From an optimization exercise on the open Yosys and OpenROAD flow, aimed at small area, a short achievable clock period and few clock cycles per item; shortcuts taken in it are not production practice.
At most, simulation tests tie the RTL to the original design; equivalence was not proved.

Setup of run K:
export LEC_CHECK = 0
export CAP_MARGIN = 20
export CORE_MARGIN = 2
export CORE_UTILIZATION = 40
export SLEW_MARGIN = 20
create_clock -name core_clock -period 8.0 [get_ports {clk_i}]
standard.sh (not shown) runs the stock make flow with config.mk's settings and CLKGATE_MAP_FILE= SYNTH_SCRIPT=/design/flow/synth_recipe.tcl, a recipe that flattens the netlist after the stock synthesis.
==> flow/flow/run.sh <==
#!/bin/bash
# Standard layout, with synthesis left to plain gates (no full/half adder
# cells, no Kogge-Stone carry map, ABC area script) and plain buffers on the
# ports. Each tool's full output is in the ORFS logs under orfs/logs; make's
# own output is in make_finish.log.
set -euo pipefail
bash standard.sh \
  ADDER_MAP_FILE= \
  SYNTH_OPERATIONS_ARGS=-nofsm \
  ABC_AREA=1 \
  "BUFFER_PORTS_ARGS=-buffer_cell sky130_fd_sc_hd__buf_1" \
  finish > make_finish.log 2>&1
## Diff of input files: run Z against run K
diff --git a/flow/design.v b/flow/design.v
--- a/flow/design.v
+++ b/flow/design.v
@@ -1,6 +1,6 @@
 package s2ct_pkg;
   localparam logic REG1 = 1'b1;
-  localparam logic REG2 = 1'b0;
+  localparam logic REG2 = 1'b1;
   localparam logic [19:0] MICRO_MAX = 20'd999999;
   localparam logic [63:0] ADJ225 = 64'b0000000000000000100110110111110001011101001111100001111100000000;
   localparam logic [175:0] MD_TO = 176'b10000010010100000100101000001001010000010010100000100100011101000001000001111010001011010100110110001010001011010101010010101110100001100000110011010001010110110000101111100000;
### Flow results
In summary, run Z completed successfully, with a layout that passed the timing, design-rule and antenna checks. Comparing run Z and run K, the lower sequential cell area share was measured on run K. When the final numbers for run Z and run K were put side by side, the worst setup slack after layout turned out to be smaller in run K. Between run K and run Z, the flow reports number of instances in the synthesized netlist increasing by more than 10%. | post-detailed-placement half-perimeter wirelength | run Z vs run K | worse |. For run Z, the timing endpoint of the critical path was m_axis_tdata[7], unlike run K, where it was m_axis_tdata[11]. Post-detailed-routing wire length (lower): run K. On via density per instance: between run Z and run K, it ends up lower for run Z. Compared with run K, run Z shows a parity-gate share of the synthesized area counting xor and xnor cells that is 1.8 points lower.
Testbench counts of run Z, summed over its fixed seeds: cycles 8,016, items 8,000.
Only the layout flow was run in run K; the RTL was not checked for function there.

========
The RTL this note starts from:
==> flow/design.v <==
package s2ct_pkg;
  localparam logic [19:0] MICRO_MAX = 20'd999999;
  localparam logic [175:0] MD_TO = 176'b10000010010100000100101000001001010000010010100000100100011101000001000001111010001011010100110110001010001011010101010010101110100001100000110011010001010110110000101111100000;
  localparam logic [143:0] HM32 = 144'b111011100111011100110111000110011000101110100101010100100110000100010000011101100011001100010101000010001000001100100001000100000100000000000000;
  localparam logic [287:0] Q13 = 288'b101111000101101100101011111101010011101000111100111011100101111100100011100010111100001010011111110011110010011100110011011010011001110011000010010110110010101001010011101010010001010000101001111001001101101001100001001010100001001000000111100000110000000100100000011000000001100000000000;
  localparam logic [319:0] R13 = 320'b00100110000000111100101000001110001001110111001011010110111101000100110010110111000101101110101000101001000110011110101001100011100100110010001101011000011110100000011110100110010110000010010110101101010101000100111101010010011001000011110110100001001000101000011100110001011100000100010100001011100000010111000000000000;
  localparam logic [63:0]  Q9  = 64'b1011101010011001100001110110011001010100001100110010000100000000;
  localparam logic [159:0] R9  = 160'b0011111111011010001010010001010001000101001110100001100010111000101110000010111000110100010101110100100001011100000101110010111010010101110110000000000000000000;
  function automatic logic [19:0] day_split(input logic [17:0] a);
    logic [8:0]  dq;
    logic [10:0] sq;
    dq = Q13[9*a[17:13] +: 9] + {5'd0, Q9[4*a[12:9] +: 4]};
    sq = {1'b0, R13[10*a[17:13] +: 10]} + {1'b0, R9[10*a[12:9] +: 10]} + {2'd0, a[8:0]};
    day_split = {dq, sq};
  endfunction
  localparam logic [63:0] ADJ225 = 64'b1101100110111010100110110111110001011101001111100001111100000000;
  function automatic logic [11:0] block_split(input logic [10:0] r);
    logic [2:0] k;
    logic [7:0] adj;
    logic [1:0] dc;
    logic [1:0] hq;
    k = 3'd0;
    for (int i = 1; i < 8; i++) begin
      if (r >= 11'(225 * i)) k = 3'(i);
    end
    adj = ADJ225[8*k +: 8];
    case (k)
      3'd0, 3'd1, 3'd2: dc = 2'd0;
      3'd3, 3'd4, 3'd5: dc = 2'd1;
      default:          dc = 2'd2;
    endcase
    case (k)
      3'd0, 3'd3, 3'd6: hq = 2'd0;
      3'd1, 3'd4, 3'd7: hq = 2'd1;
      default:          hq = 2'd2;
    endcase
    block_split = {dc, hq, r[7:0] + adj};
  endfunction
  function automatic logic [7:0] split15(input logic [7:0] p);
    logic [4:0] sm, sw;
    logic [3:0] hi;
    logic       c;
    sm = {1'b0, p[7:4]} + {1'b0, p[3:0]};
    c  = (sm >= 5'd15);
    sw = sm - 5'd15;
    hi = p[7:4] + {3'd0, c};
    split15 = {hi, c ? sw[3:0] : sm[3:0]};
  endfunction
  function automatic logic [7:0] seconds(input logic [3:0] p0, input logic [6:0] a);
    logic [5:0] q;
    logic [4:0] sq, sqw;
    logic       cq;
    logic [1:0] c1;
    logic [3:0] sp;
    q   = {{1'b0, p0} + {1'b0, a[6:3]}, a[2]};
    sq  = {3'd0, q[5:4]} + {1'b0, q[3:0]};
    cq  = (sq >= 5'd15);
    c1  = q[5:4] + {1'b0, cq};
    sqw = sq - 5'd15;
    sp  = cq ? sqw[3:0] : sq[3:0];
    seconds = {c1, sp, a[1:0]};
  endfunction
  function automatic logic [10:0] hour_minute(input logic [1:0] hq, input logic [3:0] p1,
                                              input logic [3:0] p0, input logic [1:0] c1);
    logic [5:0] ml1;
    logic [8:0] hm1;
    logic [2:0] hl1;
    logic [6:0] mt, mtw;
    logic       c2;
    logic [5:0] m;
    logic [2:0] hl;
    hm1 = HM32[9*p1 +: 9];
    hl1 = hm1[8:6];
    ml1 = hm1[5:0];
    mt  = {1'b0, ml1} + {2'd0, p0, 1'b0} + {5'd0, c1};
    c2  = (mt >= 7'd60);
    mtw = mt - 7'd60;
    m   = c2 ? mtw[5:0] : mt[5:0];
    hl  = hl1 + {2'd0, c2};
    hour_minute = {hq, hl, m};
  endfunction
  function automatic logic [8:0] month_day(input logic [8:0] d, input logic leap);
    logic [3:0] c;
    logic [4:0] lo;
    logic [5:0] t, tw;
    logic [10:0] to;
    logic [4:0] o;
    logic       sel;
    logic [4:0] off;
    c  = d[8:5];
    lo = d[4:0];
    to = MD_TO[11*c +: 11];
    t  = to[10:5];
    o  = to[4:0];
    if (leap && c != 4'd0) begin
      t = t + 6'd1;
      if (c != 4'd1) o = o - 5'd1;
    end
    sel = ({1'b0, lo} >= t);
    tw  = 6'd1 - t;
    off = sel ? tw[4:0] : o + 5'd1;
    month_day = {c + {3'd0, sel} + 4'd1, lo + off};
  endfunction
  function automatic logic div25(input logic [7:0] p);
    div25 = (p == 8'd0) || (p == 8'd25) || (p == 8'd50) || (p == 8'd75) || (p == 8'd100)
         || (p == 8'd125) || (p == 8'd150) || (p == 8'd175) || (p == 8'd200);
  endfunction
endpackage
module s2ct_front (
  input  logic        cfg_we_i,
  input  logic [15:0] cfg_data_i,
  input  logic        cfg_run_i,    
  input  logic [15:0] cfg_year_i,
  input  logic [24:0] secs_i,
  input  logic [19:0] micro_i,
  output logic [46:0] x1_o      
);
  logic [17:0] a_hi;
  logic [8:0]  dq;
  logic [10:0] rq;
  logic [19:0] micro;
  assign a_hi = cfg_run_i ? {2'b00, cfg_year_i} : secs_i[24:7];
  assign {dq, rq} = s2ct_pkg::day_split(a_hi);
  always_comb begin
    if (cfg_we_i) begin
      micro = {2'b00, (cfg_data_i[3:0] == 4'b0000), (cfg_data_i[1:0] == 2'b00), cfg_data_i};
    end else begin
      micro = (micro_i > s2ct_pkg::MICRO_MAX) ? s2ct_pkg::MICRO_MAX : micro_i;
    end
  end
  assign x1_o = {micro, dq, rq, secs_i[6:0]};
endmodule
module s2ct_queue #(
  parameter int W = 48
) (
  input  logic         clk_i,
  input  logic         rst_ni,
  input  logic         en_i,
  input  logic         valid_i,
  input  logic [W-1:0] data_i,
  output logic         valid_o,
  output logic [W-1:0] data_o
);
  always_ff @(posedge clk_i or negedge rst_ni) begin
    if (!rst_ni) begin
      valid_o <= 1'b0;
    end else if (en_i) begin
      valid_o <= valid_i;
    end
  end
  always_ff @(posedge clk_i) begin
    if (en_i) begin
      data_o <= data_i;
    end
  end
endmodule
module s2ct_mid (
  input  logic [46:0] x1_i,      
  input  logic        leap_i,
  output logic [47:0] x2_o,      
  output logic        leap_o
);
  logic [11:0] blk;
  logic [7:0]  p15;
  logic [8:0]  d;
  logic [8:0]  md;
  logic [7:0]  sec;
  logic        past;
  assign blk  = s2ct_pkg::block_split(x1_i[17:7]);
  assign p15  = s2ct_pkg::split15(blk[7:0]);
  assign d    = x1_i[26:18] + {7'd0, blk[11:10]};
  assign past = (d >= (leap_i ? 9'd366 : 9'd365));
  assign md   = s2ct_pkg::month_day(d, leap_i);
  assign sec  = s2ct_pkg::seconds(p15[3:0], x1_i[6:0]);
  assign x2_o   = {past, x1_i[46:27], md, blk[9:8], p15, sec};
  assign leap_o = x1_i[43] && (!s2ct_pkg::div25(blk[7:0]) || x1_i[44]);
endmodule
module s2ct_back (
  input  logic [47:0] x2_i,      
  output logic [47:0] data_o,
  output logic        past_o
);
  logic        past;
  logic [19:0] micro;
  logic [8:0]  md;
  logic [10:0] hm;
  assign past  = x2_i[47];
  assign micro = x2_i[46:27];
  assign md    = x2_i[26:18];
  assign hm    = s2ct_pkg::hour_minute(x2_i[17:16], x2_i[15:12], x2_i[11:8], x2_i[7:6]);
  assign past_o = past;
  assign data_o = past ? {2'b00, micro, 6'd59, 6'd59, 5'd23, 5'd31, 4'd12}
                       : {2'b00, micro, x2_i[5:0], hm[5:0], hm[10:6], md[4:0], md[8:5]};
endmodule
module seconds_to_calendar_time (
  input  logic        clk_i,
  input  logic        rst_ni,
  input  logic        cfg_we_i,
  input  logic [15:0] cfg_data_i,
  input  logic        s_axis_tvalid,
  output logic        s_axis_tready,
  input  logic [47:0] s_axis_tdata,   
  output logic        m_axis_tvalid,
  input  logic        m_axis_tready,
  output logic [47:0] m_axis_tdata,   
  output logic [0:0]  m_axis_tuser    
);
  logic        leap_q;
  logic        en, leap_new;
  logic        cfg1_q, cfg2_q;
  logic        v1, v2;
  logic [46:0] x1, x1_q;
  logic [47:0] x2, x2_q;
  assign en            = !m_axis_tvalid || m_axis_tready;
  assign s_axis_tready = en && !cfg1_q && !cfg2_q;
  always_ff @(posedge clk_i or negedge rst_ni) begin
    if (!rst_ni) begin
      cfg1_q <= 1'b0;
      cfg2_q <= 1'b0;
    end else if (en) begin
      cfg1_q <= cfg_we_i;
      cfg2_q <= cfg1_q;
    end
  end
  s2ct_front u_front (
    .cfg_we_i   (cfg_we_i),
    .cfg_data_i (cfg_data_i),
    .cfg_run_i  (cfg1_q),
    .cfg_year_i (x1_q[42:27]),
    .secs_i     (s_axis_tdata[24:0]),
    .micro_i    (s_axis_tdata[44:25]),
    .x1_o       (x1)
  );
  s2ct_queue #(.W(27)) u_queue (
    .clk_i   (clk_i),
    .rst_ni  (rst_ni),
    .en_i    (en),
    .valid_i (s_axis_tvalid && s_axis_tready),
    .data_i  (x1[26:0]),
    .valid_o (v1),
    .data_o  (x1_q[26:0])
  );
  always_ff @(posedge clk_i) begin
    if (en && (!cfg1_q || cfg_we_i)) begin
      x1_q[46:27] <= x1[46:27];
    end
  end
  s2ct_mid u_mid (
    .x1_i   (x1_q),
    .leap_i (leap_q),
    .x2_o   (x2),
    .leap_o (leap_new)
  );
  always_ff @(posedge clk_i or negedge rst_ni) begin
    if (!rst_ni) begin
      leap_q <= 1'b1;
    end else if (cfg2_q) begin
      leap_q <= leap_new;
    end
  end
  s2ct_queue #(.W(48)) u_queue2 (
    .clk_i   (clk_i),
    .rst_ni  (rst_ni),
    .en_i    (en),
    .valid_i (v1),
    .data_i  (x2),
    .valid_o (v2),
    .data_o  (x2_q)
  );
  assign m_axis_tvalid = v2;
  s2ct_back u_back (
    .x2_i   (x2_q),
    .data_o (m_axis_tdata),
    .past_o (m_axis_tuser[0])
  );
endmodule
export LEC_CHECK = 0
export CAP_MARGIN = 20
export CORE_MARGIN = 2
export CORE_UTILIZATION = 40
export SLEW_MARGIN = 20
create_clock -name core_clock -period 8.0 [get_ports {clk_i}]
Scripts as last shown in full above: flow/flow/run.sh
Testbench counts at the start, summed over its fixed seeds: cycles 8,024, items 8,000.
Rerun with:
--- a/flow/design.v
+++ b/flow/design.v
@@ -1,39 +1,31 @@
 package s2ct_pkg;
   localparam logic [19:0] MICRO_MAX = 20'd999999;
+  localparam logic [63:0] ADJ225 = 64'b0000000000000000100110110111110001011101001111100001111100000000;
   localparam logic [175:0] MD_TO = 176'b10000010010100000100101000001001010000010010100000100100011101000001000001111010001011010100110110001010001011010101010010101110100001100000110011010001010110110000101111100000;
   localparam logic [143:0] HM32 = 144'b111011100111011100110111000110011000101110100101010100100110000100010000011101100011001100010101000010001000001100100001000100000100000000000000;
-  localparam logic [287:0] Q13 = 288'b101111000101101100101011111101010011101000111100111011100101111100100011100010111100001010011111110011110010011100110011011010011001110011000010010110110010101001010011101010010001010000101001111001001101101001100001001010100001001000000111100000110000000100100000011000000001100000000000;
-  localparam logic [319:0] R13 = 320'b00100110000000111100101000001110001001110111001011010110111101000100110010110111000101101110101000101001000110011110101001100011100100110010001101011000011110100000011110100110010110000010010110101101010101000100111101010010011001000011110110100001001000101000011100110001011100000100010100001011100000010111000000000000;
-  localparam logic [63:0]  Q9  = 64'b1011101010011001100001110110011001010100001100110010000100000000;
-  localparam logic [159:0] R9  = 160'b0011111111011010001010010001010001000101001110100001100010111000101110000010111000110100010101110100100001011100000101110010111010010101110110000000000000000000;
-  function automatic logic [19:0] day_split(input logic [17:0] a);
-    logic [8:0]  dq;
-    logic [10:0] sq;
-    dq = Q13[9*a[17:13] +: 9] + {5'd0, Q9[4*a[12:9] +: 4]};
-    sq = {1'b0, R13[10*a[17:13] +: 10]} + {1'b0, R9[10*a[12:9] +: 10]} + {2'd0, a[8:0]};
-    day_split = {dq, sq};
-  endfunction
-  localparam logic [63:0] ADJ225 = 64'b1101100110111010100110110111110001011101001111100001111100000000;
-  function automatic logic [11:0] block_split(input logic [10:0] r);
+  function automatic logic [8:0] day_est(input logic [9:0] ah);
+    logic [16:0] p;
+    p = {1'b0, ah, 6'd0} + {2'b0, ah, 5'd0} + {7'd0, ah};
+    day_est = p[16:8];
+  endfunction
+  function automatic logic [10:0] day_rem(input logic [17:0] a, input logic [8:0] dq);
+    day_rem = a[10:0] - ({dq[1:0], 9'd0} + {dq[3:0], 7'd0} + {dq[5:0], 5'd0}
+                         + {1'b0, dq, 1'b0} + {2'd0, dq});
+  endfunction
+  function automatic logic [10:0] block_split(input logic [10:0] r);
     logic [2:0] k;
     logic [7:0] adj;
-    logic [1:0] dc;
+    logic       dc;
     logic [1:0] hq;
+    logic [2:0] kk;
     k = 3'd0;
-    for (int i = 1; i < 8; i++) begin
+    for (int i = 1; i < 6; i++) begin
       if (r >= 11'(225 * i)) k = 3'(i);
     end
     adj = ADJ225[8*k +: 8];
-    case (k)
-      3'd0, 3'd1, 3'd2: dc = 2'd0;
-      3'd3, 3'd4, 3'd5: dc = 2'd1;
-      default:          dc = 2'd2;
-    endcase
-    case (k)
-      3'd0, 3'd3, 3'd6: hq = 2'd0;
-      3'd1, 3'd4, 3'd7: hq = 2'd1;
-      default:          hq = 2'd2;
-    endcase
+    dc = (k >= 3'd3);
+    kk = k - 3'd3;
+    hq = dc ? kk[1:0] : k[1:0];
     block_split = {dc, hq, r[7:0] + adj};
   endfunction
   function automatic logic [7:0] split15(input logic [7:0] p);
@@ -120,7 +112,8 @@
   logic [10:0] rq;
   logic [19:0] micro;
   assign a_hi = cfg_run_i ? {2'b00, cfg_year_i} : secs_i[24:7];
-  assign {dq, rq} = s2ct_pkg::day_split(a_hi);
+  assign dq   = s2ct_pkg::day_est(a_hi[17:8]);
+  assign rq   = s2ct_pkg::day_rem(a_hi, dq);
   always_comb begin
     if (cfg_we_i) begin
       micro = {2'b00, (cfg_data_i[3:0] == 4'b0000), (cfg_data_i[1:0] == 2'b00), cfg_data_i};
@@ -160,7 +153,7 @@
   output logic [47:0] x2_o,      
   output logic        leap_o
 );
-  logic [11:0] blk;
+  logic [10:0] blk;
   logic [7:0]  p15;
   logic [8:0]  d;
   logic [8:0]  md;
@@ -168,7 +161,7 @@
   logic        past;
   assign blk  = s2ct_pkg::block_split(x1_i[17:7]);
   assign p15  = s2ct_pkg::split15(blk[7:0]);
-  assign d    = x1_i[26:18] + {7'd0, blk[11:10]};
+  assign d    = x1_i[26:18] + {8'd0, blk[10]};
   assign past = (d >= (leap_i ? 9'd366 : 9'd365));
   assign md   = s2ct_pkg::month_day(d, leap_i);
   assign sec  = s2ct_pkg::seconds(p15[3:0], x1_i[6:0]);
Effect: Clock-buffer cell count does not change; global-route usage rises by 0.60 points; first-iteration DRC count falls by 11%; worst setup slack improves by 38 ps; area after synthesis rises by 3.0%; worst hold slack improves by 12 ps; cell count rises by 3.5%; critical path depth rises by 8; wire length rises by 5.5%; register-to-register slack degrades by 160 ps.
Testbench counts after the change, summed over its fixed seeds: cycles 8,024, items 8,000.

==> re-timing with driven ports <==
How much do the figures lean on ideal ports? The routed layouts below were timed once more, with nothing changed but the port constraints.
Step 1: set_driving_cell puts a clkbuf_16 on clk_i and a buf_2 on each other input, an assumption about the parent block.
Step 2 also shifts input and output timing later by t, the mid clock arrival at the registers, as if the neighbouring blocks saw the same clock.
Slacks: ideal / step 1 / step 2; pairs: ideal / step 1.
| run | t (ns) | setup WS [ns] | clock arrival spread, ns | worst slew at a driven data input, ns |
|---|---|---|---|---|
| run K | 0.338 | 0.709 / 0.669 / 1.007 | 0.006 / 0.007 | 0.05 |
| run Z | 0.384 | 2.582 / 2.538 / 2.489 | 0.014 / 0.013 | 0.06 |
| the first run of note 2 | 0.398 | 2.746 / 2.769 / 2.372 | 0.013 / 0.013 | 0.06 |
| the second run of note 2 | 0.390 | 2.783 / 2.805 / 2.415 | 0.012 / 0.013 | 0.05 |
After both steps setup and hold are still met in every run listed. The setup slack of the first run of note 2, which loses most, moves by +0.023 ns with the drivers and by -0.374 ns with both steps.
